This design comes from an exercise in tuning for a short achievable clock period and few clock cycles on the open sky130 flow, not from production work.
No activity file was given, so power comes from the tool's default toggle rates.

==> run a <==
==> flow/design.v (excerpt) <==
module hart (
  input  logic                   i_clk,
  input  logic                   i_rst,
  output logic [32-1:0]       o_imem_raddr,
  input  logic [32-1:0]       i_imem_rdata,
  output logic [32-1:0]       o_dmem_addr,
  output logic                   o_dmem_ren,
  output logic                   o_dmem_wen,
  output logic [32-1:0]       o_dmem_wdata,
  input  logic [32-1:0]       i_dmem_rdata,
  output logic                   o_retire_valid,
  output logic [32-1:0]       o_retire_inst,
  output logic                   o_retire_halt,
  output logic [32-1:0]       o_retire_pc,
  output logic [32-1:0]       o_retire_next_pc,
  output logic [5-1:0] o_retire_rd_waddr,
  output logic [32-1:0]       o_retire_rd_wdata,
  output logic [32-1:0]       o_retire_dmem_addr,
  output logic                   o_retire_dmem_ren,
  output logic                   o_retire_dmem_wen,
  output logic [32-1:0]       o_retire_dmem_rdata,
  output logic [32-1:0]       o_retire_dmem_wdata
);
clock: 8.0 ns
lec_check: 0
abc_clock_period_in_ps: 3000
cap_margin: 20
core_margin: 2
core_utilization: 40
place_density: 0.6
setup_slack_margin: 4.5
slew_margin: 20
run.sh (not shown) runs the stock make flow with config.mk's settings and CLKGATE_MAP_FILE= SYNTH_SCRIPT=/design/flow/synth_recipe.tcl, a recipe that flattens the netlist after the stock synthesis.
==> run b (differences from run a) <==
--- a/flow/design.v
+++ b/flow/design.v
@@ -80,22 +80,26 @@
   output logic                   o_retire_dmem_ren,
   output logic                   o_retire_dmem_wen,
   output logic [32-1:0]       o_retire_dmem_rdata,
   output logic [32-1:0]       o_retire_dmem_wdata
 );
+  localparam int BHT_W = 5;  
   logic [32-1:0]       pc;
   logic [32-1:0]       rf [1:(1 << 5) - 1];  
+  logic [1:0]             bht [0:(1 << BHT_W) - 1];
   logic                   ex_valid, ex_wr, ex_load, ex_store, ex_branch, ex_pred;
+  logic                   ex_back, ex_k_eq, ex_k_ne, ex_k_lt, ex_k_ge, ex_k_ltu, ex_k_geu;
   logic                   ex_fa, ex_fb, ex_fs;
   logic                   ex_sub, ex_sel_add, ex_sel_sll, ex_sel_slt, ex_sel_sltu;
   logic                   ex_sel_xor, ex_sel_sr, ex_sra, ex_sel_or, ex_sel_and;
-  logic [2:0]             ex_f3;
   logic [5-1:0] ex_rd;
   logic [32-1:0]       ex_pc, ex_inst, ex_opa, ex_opb, ex_sdata, ex_npc, ex_alt;
-  logic                   mem_valid, mem_wr, mem_load, mem_store;
+  logic                   mem_valid, mem_wr, mem_load, mem_store, mem_mp;
+  logic                   mem_upd, mem_taken;
+  logic [BHT_W-1:0]       mem_bidx;
   logic [5-1:0] mem_rd;
-  logic [32-1:0]       mem_pc, mem_inst, mem_res, mem_sdata, mem_npc;
+  logic [32-1:0]       mem_pc, mem_inst, mem_res, mem_sdata, mem_npc, mem_alt;
   logic                   wb_valid, wb_halt, wb_ren, wb_wen;
   logic [5-1:0] wb_rd;
   logic [32-1:0]       wb_pc, wb_inst, wb_npc, wb_wdata, wb_addr, wb_rdata, wb_sdata;
   logic [32-1:0]       mem_val;
   assign mem_val = mem_load ? i_dmem_rdata : mem_res;
@@ -127,13 +131,27 @@
   assign imm_i = {{20{inst[31]}}, inst[31:20]};
   assign imm_s = {{20{inst[31]}}, inst[31:25], inst[11:7]};
   assign imm_b = {{19{inst[31]}}, inst[31], inst[7], inst[30:25], inst[11:8], 1'b0};
   assign imm_u = {inst[31:12], 12'b0};
   assign imm_j = {{11{inst[31]}}, inst[31], inst[19:12], inst[20], inst[30:21], 1'b0};
-  assign pred   = is_jal || (is_branch && inst[31] && !(f3[2:1] == 2'b01));
+  logic       disagree;
+  assign disagree = bht[pc[BHT_W+1:2]][1];
+  assign pred     = is_jal || (is_branch && (inst[31] ^ disagree) && !(f3[2:1] == 2'b01));
   assign off    = is_jal ? imm_j : imm_b;
-  assign target = pc + off;
+  logic [21:0]  tlo;
+  logic [10:0]  pc_hi_inc, pc_hi_dec, thi;
+  assign tlo       = {1'b0, pc[20:0]} + {1'b0, off[20:0]};
+  assign pc_hi_inc = pc[31:21] + 11'd1;
+  assign pc_hi_dec = pc[31:21] - 11'd1;
+  always_comb begin
+    case ({off[20], tlo[21]})
+      2'b01:   thi = pc_hi_inc;
+      2'b10:   thi = pc_hi_dec;
+      default: thi = pc[31:21];
+    endcase
+  end
+  assign target = {thi, tlo[20:0]};
   assign pc4    = pc + 32'(4);
   assign rf1 = (rs1 == '0) ? '0 : rf[rs1];
   assign rf2 = (rs2 == '0) ? '0 : rf[rs2];
   assign rs1_val = (mem_wr && mem_rd == rs1) ? mem_val : rf1;
   assign rs2_val = (mem_wr && mem_rd == rs2) ? mem_val : rf2;
@@ -147,85 +165,98 @@
     else if (is_store)           opb = imm_s;
     else                         opb = imm_i;
   end
   assign alt_bit  = inst[30];
   assign sh_right = f3 == 3'b101;
-  logic kill, ex_mispredict;
+  logic kill, ex_mispredict, brt;
+  assign brt = is_branch && imm_b != 32'(4);
   assign kill = i_rst || ex_mispredict;
   always_ff @(posedge i_clk) begin
     if (kill) begin
       ex_valid  <= 1'b0;
       ex_wr     <= 1'b0;
       ex_load   <= 1'b0;
       ex_store  <= 1'b0;
       ex_branch <= 1'b0;
+      ex_k_eq   <= 1'b0;
+      ex_k_ne   <= 1'b0;
+      ex_k_lt   <= 1'b0;
+      ex_k_ge   <= 1'b0;
+      ex_k_ltu  <= 1'b0;
+      ex_k_geu  <= 1'b0;
     end else begin
       ex_valid  <= 1'b1;
       ex_wr     <= writes;
       ex_load   <= is_load;
       ex_store  <= is_store;
       ex_branch <= is_branch;
+      ex_k_eq   <= brt && ((f3 == 3'b000 && !pred) || (f3 == 3'b001 && pred));
+      ex_k_ne   <= brt && ((f3 == 3'b000 && pred) || (f3 == 3'b001 && !pred));
+      ex_k_lt   <= brt && ((f3 == 3'b100 && !pred) || (f3 == 3'b101 && pred));
+      ex_k_ge   <= brt && ((f3 == 3'b100 && pred) || (f3 == 3'b101 && !pred));
+      ex_k_ltu  <= brt && ((f3 == 3'b110 && !pred) || (f3 == 3'b111 && pred));
+      ex_k_geu  <= brt && ((f3 == 3'b110 && pred) || (f3 == 3'b111 && !pred));
     end
   end
   always_ff @(posedge i_clk) begin
     ex_pc    <= pc;
     ex_inst  <= inst;
     ex_rd    <= rd;
-    ex_f3    <= f3;
     ex_pred  <= pred;
+    ex_back  <= inst[31];
     ex_opa   <= opa;
     ex_opb   <= opb;
     ex_sdata <= rs2_val;
     ex_npc   <= pred ? target : pc4;
     ex_alt   <= pred ? pc4 : target;
     ex_fa    <= ex_wr && ex_rd == rs1 && !(is_auipc || is_jal || is_lui);
     ex_fb    <= ex_wr && ex_rd == rs2 && (is_op || is_branch);
     ex_fs    <= ex_wr && ex_rd == rs2;
-    ex_sub      <= (is_op && f3 == 3'b000 && alt_bit) || is_branch ||
-                   ((is_op || is_opimm) && f3[2:1] == 2'b01);
+    ex_sub      <= is_op && f3 == 3'b000 && alt_bit;
     ex_sel_add  <= !(is_op || is_opimm) || f3 == 3'b000;
     ex_sel_sll  <= (is_op || is_opimm) && f3 == 3'b001;
     ex_sel_slt  <= (is_op || is_opimm) && f3 == 3'b010;
     ex_sel_sltu <= (is_op || is_opimm) && f3 == 3'b011;
     ex_sel_xor  <= (is_op || is_opimm) && f3 == 3'b100;
     ex_sel_sr   <= (is_op || is_opimm) && sh_right;
     ex_sra      <= alt_bit;
     ex_sel_or   <= (is_op || is_opimm) && f3 == 3'b110;
     ex_sel_and  <= (is_op || is_opimm) && f3 == 3'b111;
   end
-  logic [32-1:0] a, b, s, bx, sum, shl, shr, res;
-  logic             carry, eq, lt, ltu, cond;
+  logic [32-1:0] a, b, s, sum, shl, shr, res;
+  logic             eq, lt, ltu, cond;
   assign a = ex_fa ? mem_val : ex_opa;
   assign b = ex_fb ? mem_val : ex_opb;
   assign s = ex_fs ? mem_val : ex_sdata;
-  assign bx           = ex_sub ? ~b : b;
-  assign {carry, sum} = {1'b0, a} + {1'b0, bx} + {{32{1'b0}}, ex_sub};
+  assign sum          = ex_sub ? a - b : a + b;
   assign eq           = a == b;
-  assign ltu          = !carry;
-  assign lt           = (a[31] ^ b[31]) ? a[31] : sum[31];
+  assign ltu          = a < b;
+  assign lt           = ltu ^ a[31] ^ b[31];
   assign shl = a << b[4:0];
   assign shr = $unsigned($signed({ex_sra && a[31], a}) >>> b[4:0]);
   assign res = ({32{ex_sel_add}}  & sum)
              | ({32{ex_sel_sll}}  & shl)
              | ({32{ex_sel_slt}}  & 32'(lt))
              | ({32{ex_sel_sltu}} & 32'(ltu))
              | ({32{ex_sel_xor}}  & (a ^ b))
              | ({32{ex_sel_sr}}   & shr)
              | ({32{ex_sel_or}}   & (a | b))
              | ({32{ex_sel_and}}  & (a & b));
-  always_comb begin
-    case (ex_f3)
-      3'b000:  cond = eq;
-      3'b001:  cond = !eq;
-      3'b100:  cond = lt;
-      3'b101:  cond = !lt;
-      3'b110:  cond = ltu;
-      3'b111:  cond = !ltu;
-      default: cond = 1'b0;
-    endcase
+  assign ex_mispredict = (ex_k_eq && eq) || (ex_k_ne && !eq) || (ex_k_lt && lt) ||
+                         (ex_k_ge && !lt) || (ex_k_ltu && ltu) || (ex_k_geu && !ltu);
+  assign cond = ex_pred ^ ex_mispredict;
+  always_ff @(posedge i_clk) begin
+    if (i_rst) begin
+      for (int i = 0; i < (1 << BHT_W); i++) bht[i] <= 2'd1;
+    end else if (mem_upd) begin
+      if (!mem_taken) begin
+        if (bht[mem_bidx] != 2'd0) bht[mem_bidx] <= bht[mem_bidx] - 2'd1;
+      end else begin
+        if (bht[mem_bidx] != 2'd3) bht[mem_bidx] <= bht[mem_bidx] + 2'd1;
+      end
+    end
   end
-  assign ex_mispredict = ex_branch && (cond != ex_pred);
   always_ff @(posedge i_clk) begin
     if (i_rst)              pc <= 32'h0000_0000;
     else if (ex_mispredict) pc <= ex_alt;
     else if (pred)          pc <= target;
     else                    pc <= pc4;
@@ -234,24 +265,31 @@
     if (i_rst) begin
       mem_valid <= 1'b0;
       mem_wr    <= 1'b0;
       mem_load  <= 1'b0;
       mem_store <= 1'b0;
+      mem_upd   <= 1'b0;
+      mem_mp    <= 1'b0;
     end else begin
       mem_valid <= ex_valid;
       mem_wr    <= ex_wr;
       mem_load  <= ex_load;
       mem_store <= ex_store;
+      mem_upd   <= ex_k_eq || ex_k_ne || ex_k_lt || ex_k_ge || ex_k_ltu || ex_k_geu;
+      mem_mp    <= ex_mispredict;
     end
   end
   always_ff @(posedge i_clk) begin
     mem_pc    <= ex_pc;
     mem_inst  <= ex_inst;
     mem_rd    <= ex_rd;
     mem_res   <= res;
     mem_sdata <= s;
-    mem_npc   <= ex_mispredict ? ex_alt : ex_npc;
+    mem_npc   <= ex_npc;
+    mem_alt   <= ex_alt;
+    mem_taken <= cond ^ ex_back;  
+    mem_bidx  <= ex_pc[BHT_W+1:2];
   end
   assign o_dmem_addr  = mem_res;
   assign o_dmem_ren   = mem_load;
   assign o_dmem_wen   = mem_store;
   assign o_dmem_wdata = mem_sdata;
@@ -272,11 +310,11 @@
     end
   end
   always_ff @(posedge i_clk) begin
     wb_pc    <= mem_pc;
     wb_inst  <= mem_inst;
-    wb_npc   <= mem_npc;
+    wb_npc   <= mem_mp ? mem_alt : mem_npc;
     wb_rd    <= mem_wr ? mem_rd : '0;
     wb_wdata <= mem_val;
     wb_addr  <= mem_res;
     wb_rdata <= i_dmem_rdata;
     wb_sdata <= mem_sdata;
==> run c (differences from run a) <==
--- a/flow/design.v
+++ b/flow/design.v
@@ -80,22 +80,26 @@
   output logic                   o_retire_dmem_ren,
   output logic                   o_retire_dmem_wen,
   output logic [32-1:0]       o_retire_dmem_rdata,
   output logic [32-1:0]       o_retire_dmem_wdata
 );
+  localparam int BHT_W = 5;  
   logic [32-1:0]       pc;
   logic [32-1:0]       rf [1:(1 << 5) - 1];  
+  logic [1:0]             bht [0:(1 << BHT_W) - 1];
   logic                   ex_valid, ex_wr, ex_load, ex_store, ex_branch, ex_pred;
+  logic                   ex_back, ex_k_eq, ex_k_ne, ex_k_lt, ex_k_ge, ex_k_ltu, ex_k_geu;
   logic                   ex_fa, ex_fb, ex_fs;
   logic                   ex_sub, ex_sel_add, ex_sel_sll, ex_sel_slt, ex_sel_sltu;
   logic                   ex_sel_xor, ex_sel_sr, ex_sra, ex_sel_or, ex_sel_and;
-  logic [2:0]             ex_f3;
   logic [5-1:0] ex_rd;
   logic [32-1:0]       ex_pc, ex_inst, ex_opa, ex_opb, ex_sdata, ex_npc, ex_alt;
-  logic                   mem_valid, mem_wr, mem_load, mem_store;
+  logic                   mem_valid, mem_wr, mem_load, mem_store, mem_mp;
+  logic                   mem_upd, mem_taken;
+  logic [BHT_W-1:0]       mem_bidx;
   logic [5-1:0] mem_rd;
-  logic [32-1:0]       mem_pc, mem_inst, mem_res, mem_sdata, mem_npc;
+  logic [32-1:0]       mem_pc, mem_inst, mem_res, mem_sdata, mem_npc, mem_alt;
   logic                   wb_valid, wb_halt, wb_ren, wb_wen;
   logic [5-1:0] wb_rd;
   logic [32-1:0]       wb_pc, wb_inst, wb_npc, wb_wdata, wb_addr, wb_rdata, wb_sdata;
   logic [32-1:0]       mem_val;
   assign mem_val = mem_load ? i_dmem_rdata : mem_res;
@@ -127,13 +131,27 @@
   assign imm_i = {{20{inst[31]}}, inst[31:20]};
   assign imm_s = {{20{inst[31]}}, inst[31:25], inst[11:7]};
   assign imm_b = {{19{inst[31]}}, inst[31], inst[7], inst[30:25], inst[11:8], 1'b0};
   assign imm_u = {inst[31:12], 12'b0};
   assign imm_j = {{11{inst[31]}}, inst[31], inst[19:12], inst[20], inst[30:21], 1'b0};
-  assign pred   = is_jal || (is_branch && inst[31] && !(f3[2:1] == 2'b01));
+  logic       disagree;
+  assign disagree = bht[pc[BHT_W+1:2]][1];
+  assign pred     = is_jal || (is_branch && (inst[31] ^ disagree) && !(f3[2:1] == 2'b01));
   assign off    = is_jal ? imm_j : imm_b;
-  assign target = pc + off;
+  logic [21:0]  tlo;
+  logic [10:0]  pc_hi_inc, pc_hi_dec, thi;
+  assign tlo       = {1'b0, pc[20:0]} + {1'b0, off[20:0]};
+  assign pc_hi_inc = pc[31:21] + 11'd1;
+  assign pc_hi_dec = pc[31:21] - 11'd1;
+  always_comb begin
+    case ({off[20], tlo[21]})
+      2'b01:   thi = pc_hi_inc;
+      2'b10:   thi = pc_hi_dec;
+      default: thi = pc[31:21];
+    endcase
+  end
+  assign target = {thi, tlo[20:0]};
   assign pc4    = pc + 32'(4);
   assign rf1 = (rs1 == '0) ? '0 : rf[rs1];
   assign rf2 = (rs2 == '0) ? '0 : rf[rs2];
   assign rs1_val = (mem_wr && mem_rd == rs1) ? mem_val : rf1;
   assign rs2_val = (mem_wr && mem_rd == rs2) ? mem_val : rf2;
@@ -147,85 +165,98 @@
     else if (is_store)           opb = imm_s;
     else                         opb = imm_i;
   end
   assign alt_bit  = inst[30];
   assign sh_right = f3 == 3'b101;
-  logic kill, ex_mispredict;
+  logic kill, ex_mispredict, brt;
+  assign brt = is_branch && imm_b != 32'(4);
   assign kill = i_rst || ex_mispredict;
   always_ff @(posedge i_clk) begin
     if (kill) begin
       ex_valid  <= 1'b0;
       ex_wr     <= 1'b0;
       ex_load   <= 1'b0;
       ex_store  <= 1'b0;
       ex_branch <= 1'b0;
+      ex_k_eq   <= 1'b0;
+      ex_k_ne   <= 1'b0;
+      ex_k_lt   <= 1'b0;
+      ex_k_ge   <= 1'b0;
+      ex_k_ltu  <= 1'b0;
+      ex_k_geu  <= 1'b0;
     end else begin
       ex_valid  <= 1'b1;
       ex_wr     <= writes;
       ex_load   <= is_load;
       ex_store  <= is_store;
       ex_branch <= is_branch;
+      ex_k_eq   <= brt && ((f3 == 3'b000 && !pred) || (f3 == 3'b001 && pred));
+      ex_k_ne   <= brt && ((f3 == 3'b000 && pred) || (f3 == 3'b001 && !pred));
+      ex_k_lt   <= brt && ((f3 == 3'b100 && !pred) || (f3 == 3'b101 && pred));
+      ex_k_ge   <= brt && ((f3 == 3'b100 && pred) || (f3 == 3'b101 && !pred));
+      ex_k_ltu  <= brt && ((f3 == 3'b110 && !pred) || (f3 == 3'b111 && pred));
+      ex_k_geu  <= brt && ((f3 == 3'b110 && pred) || (f3 == 3'b111 && !pred));
     end
   end
   always_ff @(posedge i_clk) begin
     ex_pc    <= pc;
     ex_inst  <= inst;
     ex_rd    <= rd;
-    ex_f3    <= f3;
     ex_pred  <= pred;
+    ex_back  <= inst[31];
     ex_opa   <= opa;
     ex_opb   <= opb;
     ex_sdata <= rs2_val;
     ex_npc   <= pred ? target : pc4;
     ex_alt   <= pred ? pc4 : target;
     ex_fa    <= ex_wr && ex_rd == rs1 && !(is_auipc || is_jal || is_lui);
     ex_fb    <= ex_wr && ex_rd == rs2 && (is_op || is_branch);
     ex_fs    <= ex_wr && ex_rd == rs2;
-    ex_sub      <= (is_op && f3 == 3'b000 && alt_bit) || is_branch ||
-                   ((is_op || is_opimm) && f3[2:1] == 2'b01);
+    ex_sub      <= is_op && f3 == 3'b000 && alt_bit;
     ex_sel_add  <= !(is_op || is_opimm) || f3 == 3'b000;
     ex_sel_sll  <= (is_op || is_opimm) && f3 == 3'b001;
     ex_sel_slt  <= (is_op || is_opimm) && f3 == 3'b010;
     ex_sel_sltu <= (is_op || is_opimm) && f3 == 3'b011;
     ex_sel_xor  <= (is_op || is_opimm) && f3 == 3'b100;
     ex_sel_sr   <= (is_op || is_opimm) && sh_right;
     ex_sra      <= alt_bit;
     ex_sel_or   <= (is_op || is_opimm) && f3 == 3'b110;
     ex_sel_and  <= (is_op || is_opimm) && f3 == 3'b111;
   end
-  logic [32-1:0] a, b, s, bx, sum, shl, shr, res;
-  logic             carry, eq, lt, ltu, cond;
+  logic [32-1:0] a, b, s, sum, shl, shr, res;
+  logic             eq, lt, ltu, cond;
   assign a = ex_fa ? mem_val : ex_opa;
   assign b = ex_fb ? mem_val : ex_opb;
   assign s = ex_fs ? mem_val : ex_sdata;
-  assign bx           = ex_sub ? ~b : b;
-  assign {carry, sum} = {1'b0, a} + {1'b0, bx} + {{32{1'b0}}, ex_sub};
+  assign sum          = ex_sub ? a - b : a + b;
   assign eq           = a == b;
-  assign ltu          = !carry;
-  assign lt           = (a[31] ^ b[31]) ? a[31] : sum[31];
+  assign ltu          = a < b;
+  assign lt           = ltu ^ a[31] ^ b[31];
   assign shl = a << b[4:0];
   assign shr = $unsigned($signed({ex_sra && a[31], a}) >>> b[4:0]);
   assign res = ({32{ex_sel_add}}  & sum)
              | ({32{ex_sel_sll}}  & shl)
              | ({32{ex_sel_slt}}  & 32'(lt))
              | ({32{ex_sel_sltu}} & 32'(ltu))
              | ({32{ex_sel_xor}}  & (a ^ b))
              | ({32{ex_sel_sr}}   & shr)
              | ({32{ex_sel_or}}   & (a | b))
              | ({32{ex_sel_and}}  & (a & b));
-  always_comb begin
-    case (ex_f3)
-      3'b000:  cond = eq;
-      3'b001:  cond = !eq;
-      3'b100:  cond = lt;
-      3'b101:  cond = !lt;
-      3'b110:  cond = ltu;
-      3'b111:  cond = !ltu;
-      default: cond = 1'b0;
-    endcase
+  assign ex_mispredict = (ex_k_eq && eq) || (ex_k_ne && !eq) || (ex_k_lt && lt) ||
+                         (ex_k_ge && !lt) || (ex_k_ltu && ltu) || (ex_k_geu && !ltu);
+  assign cond = ex_pred ^ ex_mispredict;
+  always_ff @(posedge i_clk) begin
+    if (i_rst) begin
+      for (int i = 0; i < (1 << BHT_W); i++) bht[i] <= 2'd1;
+    end else if (mem_upd) begin
+      if (!mem_taken) begin
+        if (bht[mem_bidx] != 2'd0) bht[mem_bidx] <= bht[mem_bidx] - 2'd1;
+      end else begin
+        if (bht[mem_bidx] != 2'd3) bht[mem_bidx] <= bht[mem_bidx] + 2'd1;
+      end
+    end
   end
-  assign ex_mispredict = ex_branch && (cond != ex_pred);
   always_ff @(posedge i_clk) begin
     if (i_rst)              pc <= 32'h0000_0000;
     else if (ex_mispredict) pc <= ex_alt;
     else if (pred)          pc <= target;
     else                    pc <= pc4;
@@ -234,24 +265,31 @@
     if (i_rst) begin
       mem_valid <= 1'b0;
       mem_wr    <= 1'b0;
       mem_load  <= 1'b0;
       mem_store <= 1'b0;
+      mem_upd   <= 1'b0;
+      mem_mp    <= 1'b0;
     end else begin
       mem_valid <= ex_valid;
       mem_wr    <= ex_wr;
       mem_load  <= ex_load;
       mem_store <= ex_store;
+      mem_upd   <= ex_k_eq || ex_k_ne || ex_k_lt || ex_k_ge || ex_k_ltu || ex_k_geu;
+      mem_mp    <= ex_mispredict;
     end
   end
   always_ff @(posedge i_clk) begin
     mem_pc    <= ex_pc;
     mem_inst  <= ex_inst;
     mem_rd    <= ex_rd;
     mem_res   <= res;
     mem_sdata <= s;
-    mem_npc   <= ex_mispredict ? ex_alt : ex_npc;
+    mem_npc   <= ex_npc;
+    mem_alt   <= ex_alt;
+    mem_taken <= cond ^ ex_back;  
+    mem_bidx  <= ex_pc[BHT_W+1:2];
   end
   assign o_dmem_addr  = mem_res;
   assign o_dmem_ren   = mem_load;
   assign o_dmem_wen   = mem_store;
   assign o_dmem_wdata = mem_sdata;
@@ -272,11 +310,11 @@
     end
   end
   always_ff @(posedge i_clk) begin
     wb_pc    <= mem_pc;
     wb_inst  <= mem_inst;
-    wb_npc   <= mem_npc;
+    wb_npc   <= mem_mp ? mem_alt : mem_npc;
     wb_rd    <= mem_wr ? mem_rd : '0;
     wb_wdata <= mem_val;
     wb_addr  <= mem_res;
     wb_rdata <= i_dmem_rdata;
     wb_sdata <= mem_sdata;
SETUP_SLACK_MARGIN = 5   (was 4.5)
==> summary.txt <==
Register-to-register slack, highest first: run a, run b, run c. Hold slack, lowest first: run c, run b, run a. In run a the sequential power is lower than in run b, by about 5%. In area after synthesis, run b and run c do not differ. Via count: run c is larger than run b (about 4.6%). Sequential share of layout area: run c is lower than run b (1.6 points). The highest core utilization belongs to run c, the lowest to run a. Combinational power, lowest first: run a, run b, run c. Routed wire length: run c > run b > run a. Of run b and run c, run c has the higher final cell count (gap about 2.6%, measured against run c).
==> figures <==
| quantity | run c | run a | run b |
|---|---|---|---|
| Status | timing/DRC/antenna clean | timing/DRC/antenna clean | timing/DRC/antenna clean |
| Synthesized Nets | 5730 | 5257 | 5730 |
| Met1 Usage GRT | 0.391 | 0.363 | 0.372 |
| Min-Delay Endpoint | mem_npc[28]$_DFF_P_ | wb_pc[12]$_DFF_P_ | mem_pc[11]$_DFF_P_ |
| Met3 wire length | 29.8 mm | 21.6 mm | 25.9 mm |
| Number of buffers inserted to repair setup after CTS | 415 | 260 | 339 |
| Number of antenna violations at the first check in global routing | 17 | 13 | 13 |
| Met2 routed WL | 151 mm | 129 mm | 140 mm |
| Share of layout cells above drive strength 1 | 0.442 | 0.329 | 0.346 |
| Critical path's most frequent cell | ha_4 | buf_6 | ha_4 |
| Count of clock-net buffers in the final layout | 243 | 223 | 241 |
| CP arrival | 6.93 ns | 5.62 ns | 6.68 ns |
| Peak ir drop on the vdd network | 187 µV | 225 µV | 203 µV |
| Number of sequential cells | 1763 | 1661 | 1763 |
| Critical Path Source | i_imem_rdata[4] | i_dmem_rdata[0] | i_imem_rdata[3] |
| Sequential cell area | 46200 µm² | 43300 µm² | 46000 µm² |
| GRT met2 Usage | 0.496 | 0.457 | 0.464 |
| Total track usage | 0.309 | 0.279 | 0.288 |
| Start point of the worst hold path | ex_npc[28]$_DFF_P_ | mem_pc[12]$_DFF_P_ | ex_pc[11]$_DFF_P_ |
| Fraction of synthesized area in multiplexers | 0.217 | 0.221 | 0.217 |
| Slowest Stage Delay on Critical Path | 0.36 ns | 0.47 ns | 0.38 ns |
No functional check of the RTL was part of any run of this note.

separate check: timing with driven ports:
The results above use ideal ports. As a check the final layouts listed here were re-extracted and re-timed, cells and wires unchanged.
Step 1 sets driving cells, clkbuf_16 on the clock port and buf_2 on the other inputs (assumed; they add their load-dependent delay and slew).
Step 2, shift: input delay + t, output delay - t, t = (earliest + latest rising clock arrival at the registers) / 2. This alone moves slack from input paths to output paths.
a / b / c = ideal ports / drivers / drivers and shift; a / b = the first two.
| run | t (ns) | setup slack, ns | hold WS [ns] | worst setup path at the end | worst slew at a driven data input, ns |
|---|---|---|---|---|---|
| run a | 0.906 | 3.084 / 3.147 / 2.241 | 0.322 / 0.322 / 0.322 | input to register | 0.22 |
| run b | 0.924 | 2.077 / 2.118 / 1.194 | 0.321 / 0.321 / 0.321 | input to register | 0.19 |
| run c | 0.936 | 1.820 / 1.869 / 0.933 | 0.317 / 0.317 / 0.317 | input to register | 0.39 |
After both steps every run listed still meets setup and hold. The setup slack of run c, which loses most, moves by +0.049 ns with the drivers and by -0.887 ns with both steps.
